This design comes from an exercise in tuning for small area and a short achievable clock period on the open sky130 flow, not from production work. Only simulation tests tie the RTL to the original design; equivalence was not proved. Power figures rest on the tool's default switching activity, not on a simulated workload.

Design scoreboard_ctrl, start of the top module:
module scoreboard_ctrl (
    input  logic               clk,
    input  logic               rst,
    input  sb_pkg::inst_word_t inst,
    input  logic               alu_done,
    input  logic               mem_done,
    input  logic               mul_done,
    input  logic               div_done,
    input  logic               jump_done,
    input  logic               is_jump,
    output logic               issue_en,
    output logic               alu_en,
    output logic               mem_en,
    output logic               mul_en,
    output logic               div_en,
    output logic               jump_en,
    output sb_pkg::op_code_t   disp_op,
    output sb_pkg::reg_idx_t   rs1_ctrl,
    output sb_pkg::reg_idx_t   rs2_ctrl,
    output logic               reg_write,
    output sb_pkg::fu_id_t     write_sel,
    output sb_pkg::reg_idx_t   rd_ctrl
);
    localparam int N = 5;
    logic [6:0] opcode;
    logic [2:0] funct3;
    logic [6:0] funct7;
    logic [4:0] rd_f, rs1_f, rs2_f;
    logic       alt_ok;
    logic [2:0] dec_fu;
    logic [4:0] dec_op;
    logic       use_rd, use_rs1, use_rs2;
    assign opcode = inst[6:0];
    assign funct3 = inst[14:12];
    assign funct7 = inst[31:25];
    assign rd_f   = inst[11:7];
  ...
Size: about 140 flip-flops.
==> flow/config.mk <==
export PLATFORM = sky130hd
export DESIGN_NAME = scoreboard_ctrl
export DESIGN_NICKNAME = scoreboard_ctrl
export VERILOG_FILES = /design/flow/design.v
export SDC_FILE = /design/flow/constraint.sdc
export NUM_CORES = 4
export LEC_CHECK = 0
export CAP_MARGIN = 20
export CORE_MARGIN = 2
export CORE_UTILIZATION = 40
export SETUP_SLACK_MARGIN = 4
export SLEW_MARGIN = 20
==> flow/constraint.sdc <==
create_clock -name core_clock -period 8.5 [get_ports {clk}]
set_input_delay 1.7000 -clock core_clock [delete_from_list [all_inputs] [get_ports {clk}]]
set_output_delay 1.7000 -clock core_clock [all_outputs]
set_load 0.01 [all_outputs]
run.sh (not shown) runs the stock make flow with config.mk's settings and CLKGATE_MAP_FILE= SYNTH_SCRIPT=/design/flow/synth_recipe.tcl, a recipe that flattens the netlist after the stock synthesis.
The starting point completed without violations.
==> next run, changes <==
- SETUP_SLACK_MARGIN: 4 -> 0.2
Result: Total power went down by 7.5%; die area does not change; synthesized area does not change; worst setup slack is worse by 1.4 ns; worst hold slack is better by 0.0043 ns; maximum frequency went down by 21%; via count went down by 5.2%; flip-flop and latch count does not change; utilization went down by 4.3 points; non-clock buffer count went down by 56.
==> next run, changes <==
- SETUP_SLACK_MARGIN: 0.2 -> 5
Area after synthesis stays the same.
Global-route usage is higher by 3.2 points.
Sequential cell count is unchanged.


scoreboard_ctrl, a different RTL version from the one above (not shown whole).
Size: about 840 cells after synthesis, roughly 140 flip-flops, ~70 I/O pins, ~8800 um^2 of cells after synthesis.
export LEC_CHECK = 0
export CAP_MARGIN = 20
export CORE_MARGIN = 2
export CORE_UTILIZATION = 40
export CTS_BUF_LIST = sky130_fd_sc_hd__clkbuf_8
export CTS_CLUSTER_DIAMETER = 120
export CTS_CLUSTER_SIZE = 30
export SETUP_SLACK_MARGIN = 3.7
export SLEW_MARGIN = 20
export SYNTH_HIERARCHICAL = 1
create_clock -name core_clock -period 8.5 [get_ports {clk}]
standard.sh (not shown) runs the stock make flow with config.mk's settings and CLKGATE_MAP_FILE= SYNTH_SCRIPT=/design/flow/synth_recipe.tcl, a recipe that flattens the netlist after the stock synthesis.
==> flow/flow/run.sh <==
#!/bin/bash
# Layout: the standard ORFS flow, with the port buffers inserted at
# placement made of the smallest plain buffer (the resizer still sizes them up
# where timing or slew needs it). Make's full output goes to flow_make.log.
set -euo pipefail
export BUFFER_PORTS_ARGS="-buffer_cell sky130_fd_sc_hd__buf_1"
bash standard.sh > flow_make.log 2>&1
The baseline completed with no timing, DRC or antenna violations.
Rerun with:
Settings changed: CORE_UTILIZATION 40 to 55, CTS_CLUSTER_DIAMETER 120 to unset, CTS_CLUSTER_SIZE 30 to unset.
What happened:
- clock skew shrinks by 0.0052 ns
- power goes up by a few percent
- die area went down by a quarter to a third
- clock power grows by a little under a tenth
- utilization rose by 17 points
- global-route usage grows by 9.6 points
Rerun with:
Settings changed: CORE_UTILIZATION 55 to 45, SETUP_SLACK_MARGIN 3.7 to 3.9.
The changed run passed the timing, design-rule and antenna checks.
Via count falls by a few percent.
Critical path depth went up by 1.
Worst setup slack improves by 0.075 ns.
Clock skew is about the same.
Power rose slightly.
Area after synthesis is unchanged.
Synthesized cell count stays the same.
Global-route usage decreases by 5.4 points.
Clock power goes down slightly.
Worst hold slack gains 0.0068 ns.
Rerun with:
Settings changed: CORE_UTILIZATION 45 to 40, SETUP_SLACK_MARGIN 3.9 to 3.4.
The new run finished with timing, DRC and antenna clean. Utilization came out lower by 7.3 points. Final area decreases by 3.0%. Global-route usage is lower by 4.9 points. Critical path depth drops by 3. First-iteration DRC count falls by 10%. Sequential share of layout area is higher by 1.2 points. Area after synthesis does not change.

[afterwards: timing with drivers on the ports]
How much do the figures lean on ideal ports? The routed layouts below were timed once more, with nothing changed but the port constraints. Step 1: set_driving_cell puts a clkbuf_16 on clk and a buf_2 on each other input, an assumption about the parent block. Step 2 also shifts input and output timing later by t, the mid clock arrival at the registers, as if the neighbouring blocks saw the same clock. Three values: no drivers, after step 1, after step 2; two values: the first two.
| run | shift t [ns] | setup slack, ns | pins driven straight from the clock port |
|---|---|---|---|
| the first run of note 1 | 0.475 | 3.053 / 3.013 / 3.013 | 1 |
| the second run of note 1 | 0.472 | 1.606 / 1.582 / 1.582 | 1 |
| the third run of note 1 | 0.478 | 2.982 / 2.948 / 2.910 | 1 |
| the first run of note 2 | 0.501 | 3.620 / 3.581 / 3.302 | 1 |
| the second run of note 2 | 0.488 | 3.622 / 3.588 / 3.463 | 1 |
| the third run of note 2 | 0.499 | 3.697 / 3.657 / 3.530 | 1 |
| the fourth run of note 2 | 0.497 | 3.476 / 3.436 / 3.283 | 1 |
After both steps every run listed still meets setup and hold. The setup slack of the first run of note 2, which loses most, moves by -0.039 ns with the drivers and by -0.318 ns with both steps.
